This design comes from an exercise in tuning for small area, a short achievable clock period and few clock cycles on the open sky130 flow, not from production work. No activity file was given, so power comes from the tool's default toggle rates.

== AL ==
==> module mcu_test_sequencer, before the edit <==
module mcu_test_sequencer #(
  parameter int unsigned DEPTH     = 64,
  parameter int unsigned ADDR_W    = $clog2(DEPTH),
  parameter int unsigned DATA_W    = 16,
  parameter bit          SIGN_EXT  = 1'b1,
  parameter int unsigned ROM_LAT   = 1,
  parameter logic [31:0] FINISH_PC = 32'h64,
  parameter int unsigned TIMEOUT   = 20'hFFFFF,
  parameter int unsigned CNT_W     = 20
) (
  input  logic              clk_sys,
  input  logic              rst_sync,
  input  logic              start,
  output logic [ADDR_W-1:0] rom_addr,
  input  logic [DATA_W-1:0] rom_rdata,
  output logic [ADDR_W-1:0] ram_addr,
  output logic              ram_we,
  output logic [DATA_W-1:0] ram_wdata,
  output logic              cpu_rst,
  input  logic [31:0]       cpu_pc,
  input  logic [31:0]       cpu_mem_addr,
  input  logic              cpu_mem_we,
  input  logic [31:0]       cpu_mem_wdata,
  output logic [31:0]       cpu_mem_rdata,
  output logic              busy,
  output logic              done,
  output logic              timeout_err,
  output logic [CNT_W-1:0]  cycle_cnt
);
  localparam logic [ADDR_W-1:0] IDX_LAST = ADDR_W'(DEPTH - 1);
  localparam logic [CNT_W-1:0]  RUN_LAST = CNT_W'(TIMEOUT - 1);
  localparam logic [31:0]       EXT_MASK =
    (DATA_W >= 32) ? 32'h0 : ~((32'h1 << DATA_W) - 32'h1);
  logic st_start_q, st_load_q, st_run_q, st_wb_q, st_done_q, st_err_q;
  logic st_start_d, st_load_d, st_run_d, st_wb_d, st_done_d, st_err_d;
  logic [ADDR_W-1:0] idx_q, idx_d;
  logic [CNT_W-1:0]  cnt_q, cnt_d;
  logic [7:0]        ilo_q, rhi_q, lhi_q;
  logic [31:0]       mem_q [DEPTH];
  logic [31:0]       ext_rdata;
  logic [31:0]       wdata;
  logic              unused_byte_lane;
  logic              finish, tmo, go, idx_last, run_we;
  logic [5:0]        a;
  localparam int unsigned RD_SLICES = 8;
  localparam int unsigned RD_BITS   = 32 / RD_SLICES;
  logic [7:0]        sel_lo [RD_SLICES];
  logic [7:0]        sel_hi [RD_SLICES];
  logic [7:0]        wr_lo, wr_hi;
  logic [DEPTH-1:0]  wsel;
  logic [31:0]       rdata;
  assign ext_rdata = (SIGN_EXT && rom_rdata[DATA_W-1]) ? (32'(rom_rdata) | EXT_MASK)
                                                       : 32'(rom_rdata);
  assign a                = cpu_mem_addr[7:2];
  assign unused_byte_lane = ^cpu_mem_addr[1:0];
  assign finish   = (cpu_pc == FINISH_PC);
  assign tmo      = (cnt_q == RUN_LAST);
  assign go       = (st_done_q | st_err_q) & start;
  assign idx_last = (idx_q == IDX_LAST);
  assign run_we   = st_run_q & cpu_mem_we;
  always_comb begin
    st_start_d = 1'b0;
    st_load_d  = go | st_start_q | (st_load_q & ~idx_last);
    st_run_d   = (st_load_q & idx_last) | (st_run_q & ~finish & ~tmo);
    st_wb_d    = (st_run_q & finish) | (st_wb_q & ~idx_last);
    st_done_d  = (st_wb_q & idx_last) | (st_done_q & ~start);
    st_err_d   = (st_run_q & ~finish & tmo) | (st_err_q & ~start);
  end
  always_comb begin
    idx_d = idx_q;
    if (st_start_q | go | ((st_load_q | st_wb_q) & ~idx_last) | (st_run_q & finish))
      idx_d = st_start_q ? '0 : idx_q + 1'b1;
  end
  always_comb begin
    cnt_d = cnt_q;
    if (st_load_q)     cnt_d = '0;
    else if (st_run_q) cnt_d = cnt_q + 1'b1;
  end
  for (genvar s = 0; s < RD_SLICES; s++) begin : g_slice
    mcu_test_sequencer_dec u_rd (.a(a), .en_lo(st_run_q), .en_hi(st_run_q), .x(cpu_mem_addr[31:8]),
                                 .alt_lo(ilo_q), .alt_hi(rhi_q),
                                 .sel_lo(sel_lo[s]), .sel_hi(sel_hi[s]));
  end
  mcu_test_sequencer_dec u_wr (.a(a), .en_lo(st_run_q), .en_hi(run_we), .x(cpu_mem_addr[31:8]),
                               .alt_lo(ilo_q), .alt_hi(lhi_q),
                               .sel_lo(wr_lo), .sel_hi(wr_hi));
  always_comb begin
    for (int i = 0; i < DEPTH; i++) wsel[i] = wr_lo[i % 8] & wr_hi[i / 8];
  end
  assign wdata = st_load_q ? ext_rdata : cpu_mem_wdata;
  for (genvar b = 0; b < 32; b++) begin : g_rd
    logic [7:0] grp_bit;
    for (genvar g = 0; g < 8; g++) begin : g_grp
      logic [7:0] word_bit;
      for (genvar j = 0; j < 8; j++) begin : g_w
        assign word_bit[j] = mem_q[8*g+j][b];
      end
      mcu_test_sequencer_ao8 u_lo (.sel(sel_lo[b / RD_BITS]), .d(word_bit), .y(grp_bit[g]));
    end
    mcu_test_sequencer_ao8 u_hi (.sel(sel_hi[b / RD_BITS]), .d(grp_bit), .y(rdata[b]));
  end
  always_ff @(posedge clk_sys or posedge rst_sync) begin
    if (rst_sync) begin
      st_start_q <= 1'b1;
      st_load_q  <= 1'b0;
      st_run_q   <= 1'b0;
      st_wb_q    <= 1'b0;
      st_done_q  <= 1'b0;
      st_err_q   <= 1'b0;
      ilo_q      <= '0;
      rhi_q      <= '0;
      lhi_q      <= '0;
    end else begin
      st_start_q <= st_start_d;
      st_load_q  <= st_load_d;
      st_run_q   <= st_run_d;
      st_wb_q    <= st_wb_d;
      st_done_q  <= st_done_d;
      st_err_q   <= st_err_d;
      for (int j = 0; j < 8; j++) begin
        ilo_q[j] <= ~st_run_d & (idx_d[2:0] == 3'(j));
        rhi_q[j] <= st_wb_d   & (idx_d[5:3] == 3'(j));
        lhi_q[j] <= st_load_d & (idx_d[5:3] == 3'(j));
      end
    end
  end
  always_ff @(posedge clk_sys) begin
    idx_q <= idx_d;
    cnt_q <= cnt_d;
  end
  always_ff @(posedge clk_sys) begin
    for (int i = 0; i < DEPTH; i++)
      if (wsel[i]) mem_q[i] <= wdata;
  end
  assign rom_addr      = st_start_q ? '0 : idx_q + 1'b1;
  assign ram_addr      = idx_q;
  assign ram_wdata     = rdata[DATA_W-1:0];
  assign cpu_mem_rdata = rdata;
  assign ram_we        = st_wb_q;
  assign cpu_rst       = ~st_run_q;
  assign busy          = st_load_q | st_run_q | st_wb_q;
  assign done          = st_done_q;
  assign timeout_err   = st_err_q;
  assign cycle_cnt     = cnt_q;
endmodule
==> module mcu_test_sequencer_dec, before the edit <==
module mcu_test_sequencer_dec (
  input  logic [5:0]  a,
  input  logic        en_lo,
  input  logic        en_hi,
  input  logic [23:0] x,
  input  logic [7:0]  alt_lo,
  input  logic [7:0]  alt_hi,
  output logic [7:0]  sel_lo,
  output logic [7:0]  sel_hi
);
  logic ok_lo, ok_hi;
  assign ok_lo = ~|x[11:0];
  assign ok_hi = ~|x[23:12];
  always_comb begin
    for (int j = 0; j < 8; j++) begin
      sel_lo[j] = (en_lo & ok_lo & (a[2:0] == 3'(j))) | alt_lo[j];
      sel_hi[j] = (en_hi & ok_hi & (a[5:3] == 3'(j))) | alt_hi[j];
    end
  end
endmodule
clock: 6.5 ns
lec_check: 0
cap_margin: 20
core_margin: 2
core_utilization: 50
cts_cluster_diameter: 100
cts_cluster_size: 24
setup_slack_margin: 2.0
slew_margin: 20
synth_hierarchical: 1
standard.sh (not shown) runs the stock make flow with config.mk's settings and CLKGATE_MAP_FILE= SYNTH_SCRIPT=/design/flow/synth_recipe.tcl, a recipe that flattens the netlist after the stock synthesis.
==> flow/flow/run.sh <==
#!/bin/bash
# Standard layout, with the ports buffered by plain buffers (buf_1) instead of
# the default delay buffers.
set -euo pipefail
bash standard.sh "BUFFER_PORTS_ARGS=-buffer_cell sky130_fd_sc_hd__buf_1" finish > standard_flow.log 2>&1
Modified inputs, PW compared to AL
diff --git a/flow/design.v b/flow/design.v
--- a/flow/design.v
+++ b/flow/design.v
@@ -37,10 +37,11 @@
   logic [CNT_W-1:0]  cnt_q, cnt_d;
   logic [7:0]        ilo_q, rhi_q, lhi_q;
   logic [31:0]       mem_q [DEPTH];
   logic [31:0]       ext_rdata;
   logic [31:0]       wdata;
+  logic              cpu_in_range;
   logic              unused_byte_lane;
   logic              finish, tmo, go, idx_last, run_we;
   logic [5:0]        a;
   localparam int unsigned RD_SLICES = 8;
   localparam int unsigned RD_BITS   = 32 / RD_SLICES;
@@ -51,10 +52,11 @@
   logic [31:0]       rdata;
   assign ext_rdata = (SIGN_EXT && rom_rdata[DATA_W-1]) ? (32'(rom_rdata) | EXT_MASK)
                                                        : 32'(rom_rdata);
   assign a                = cpu_mem_addr[7:2];
   assign unused_byte_lane = ^cpu_mem_addr[1:0];
+  mcu_test_sequencer_zero24 u_range (.x(cpu_mem_addr[31:8]), .zero(cpu_in_range));
   assign finish   = (cpu_pc == FINISH_PC);
   assign tmo      = (cnt_q == RUN_LAST);
   assign go       = (st_done_q | st_err_q) & start;
   assign idx_last = (idx_q == IDX_LAST);
   assign run_we   = st_run_q & cpu_mem_we;
@@ -75,15 +77,15 @@
     cnt_d = cnt_q;
     if (st_load_q)     cnt_d = '0;
     else if (st_run_q) cnt_d = cnt_q + 1'b1;
   end
   for (genvar s = 0; s < RD_SLICES; s++) begin : g_slice
-    mcu_test_sequencer_dec u_rd (.a(a), .en_lo(st_run_q), .en_hi(st_run_q), .x(cpu_mem_addr[31:8]),
+    mcu_test_sequencer_dec u_rd (.a(a), .en_lo(st_run_q), .en_hi(st_run_q), .ok(cpu_in_range),
                                  .alt_lo(ilo_q), .alt_hi(rhi_q),
                                  .sel_lo(sel_lo[s]), .sel_hi(sel_hi[s]));
   end
-  mcu_test_sequencer_dec u_wr (.a(a), .en_lo(st_run_q), .en_hi(run_we), .x(cpu_mem_addr[31:8]),
+  mcu_test_sequencer_dec u_wr (.a(a), .en_lo(st_run_q), .en_hi(run_we), .ok(cpu_in_range),
                                .alt_lo(ilo_q), .alt_hi(lhi_q),
                                .sel_lo(wr_lo), .sel_hi(wr_hi));
   always_comb begin
     for (int i = 0; i < DEPTH; i++) wsel[i] = wr_lo[i % 8] & wr_hi[i / 8];
   end
@@ -105,30 +107,27 @@
       st_load_q  <= 1'b0;
       st_run_q   <= 1'b0;
       st_wb_q    <= 1'b0;
       st_done_q  <= 1'b0;
       st_err_q   <= 1'b0;
-      ilo_q      <= '0;
-      rhi_q      <= '0;
-      lhi_q      <= '0;
     end else begin
       st_start_q <= st_start_d;
       st_load_q  <= st_load_d;
       st_run_q   <= st_run_d;
       st_wb_q    <= st_wb_d;
       st_done_q  <= st_done_d;
       st_err_q   <= st_err_d;
-      for (int j = 0; j < 8; j++) begin
-        ilo_q[j] <= ~st_run_d & (idx_d[2:0] == 3'(j));
-        rhi_q[j] <= st_wb_d   & (idx_d[5:3] == 3'(j));
-        lhi_q[j] <= st_load_d & (idx_d[5:3] == 3'(j));
-      end
     end
   end
   always_ff @(posedge clk_sys) begin
     idx_q <= idx_d;
     cnt_q <= cnt_d;
+    for (int j = 0; j < 8; j++) begin
+      ilo_q[j] <= ~st_run_d & (idx_d[2:0] == 3'(j));
+      rhi_q[j] <= st_wb_d   & (idx_d[5:3] == 3'(j));
+      lhi_q[j] <= st_load_d & (idx_d[5:3] == 3'(j));
+    end
   end
   always_ff @(posedge clk_sys) begin
     for (int i = 0; i < DEPTH; i++)
       if (wsel[i]) mem_q[i] <= wdata;
   end
@@ -149,24 +148,27 @@
   output logic       y
 );
   assign y = |(sel & d);
 endmodule
 module mcu_test_sequencer_dec (
-  input  logic [5:0]  a,
-  input  logic        en_lo,
-  input  logic        en_hi,
-  input  logic [23:0] x,
-  input  logic [7:0]  alt_lo,
-  input  logic [7:0]  alt_hi,
-  output logic [7:0]  sel_lo,
-  output logic [7:0]  sel_hi
+  input  logic [5:0] a,
+  input  logic       en_lo,
+  input  logic       en_hi,
+  input  logic       ok,
+  input  logic [7:0] alt_lo,
+  input  logic [7:0] alt_hi,
+  output logic [7:0] sel_lo,
+  output logic [7:0] sel_hi
 );
-  logic ok_lo, ok_hi;
-  assign ok_lo = ~|x[11:0];
-  assign ok_hi = ~|x[23:12];
   always_comb begin
     for (int j = 0; j < 8; j++) begin
-      sel_lo[j] = (en_lo & ok_lo & (a[2:0] == 3'(j))) | alt_lo[j];
-      sel_hi[j] = (en_hi & ok_hi & (a[5:3] == 3'(j))) | alt_hi[j];
+      sel_lo[j] = (en_lo & (a[2:0] == 3'(j))) | alt_lo[j];
+      sel_hi[j] = (en_hi & ok & (a[5:3] == 3'(j))) | alt_hi[j];
     end
   end
 endmodule
+module mcu_test_sequencer_zero24 (
+  input  logic [23:0] x,
+  output logic        zero
+);
+  assign zero = ~|x;
+endmodule
==> comparison <==
On PW: combined buffer and inverter count along the critical path is 2 lower than what AL gave. On number of register bits inferred by synthesis, AL tracks PW almost exactly. AL and PW ended up with nearly the same routed metal-1 wirelength. PW against AL: total power fell by about 0.6%, post-detailed-routing wire length dropped about 1.7%.
No functional check of the RTL was part of any run of this note.

## port drivers added, routing unchanged
In the flow no input, the clock included, has a driving cell. The finished layouts below were timed again as built, in two steps. Step 1, drivers: a clkbuf_16 drives clk_sys and a buf_2 each remaining input, both assumed. Step 2 also shifts input and output timing later by t, the mid clock arrival at the registers, as if the neighbouring blocks saw the same clock. Three values: ideal, step 1, step 2; two values: the first two.
| run | shift t [ns] | setup slack, ns | worst setup path after step 2 |
|---|---|---|---|
| AL | 0.835 | 1.641 / 1.438 / 1.438 | input to output |
| PW | 0.834 | 1.639 / 1.349 / 1.349 | input to output |
After both steps every run listed still meets setup and hold. The setup slack of PW, which loses most, moves by -0.290 ns with the drivers and by -0.290 ns with both steps.
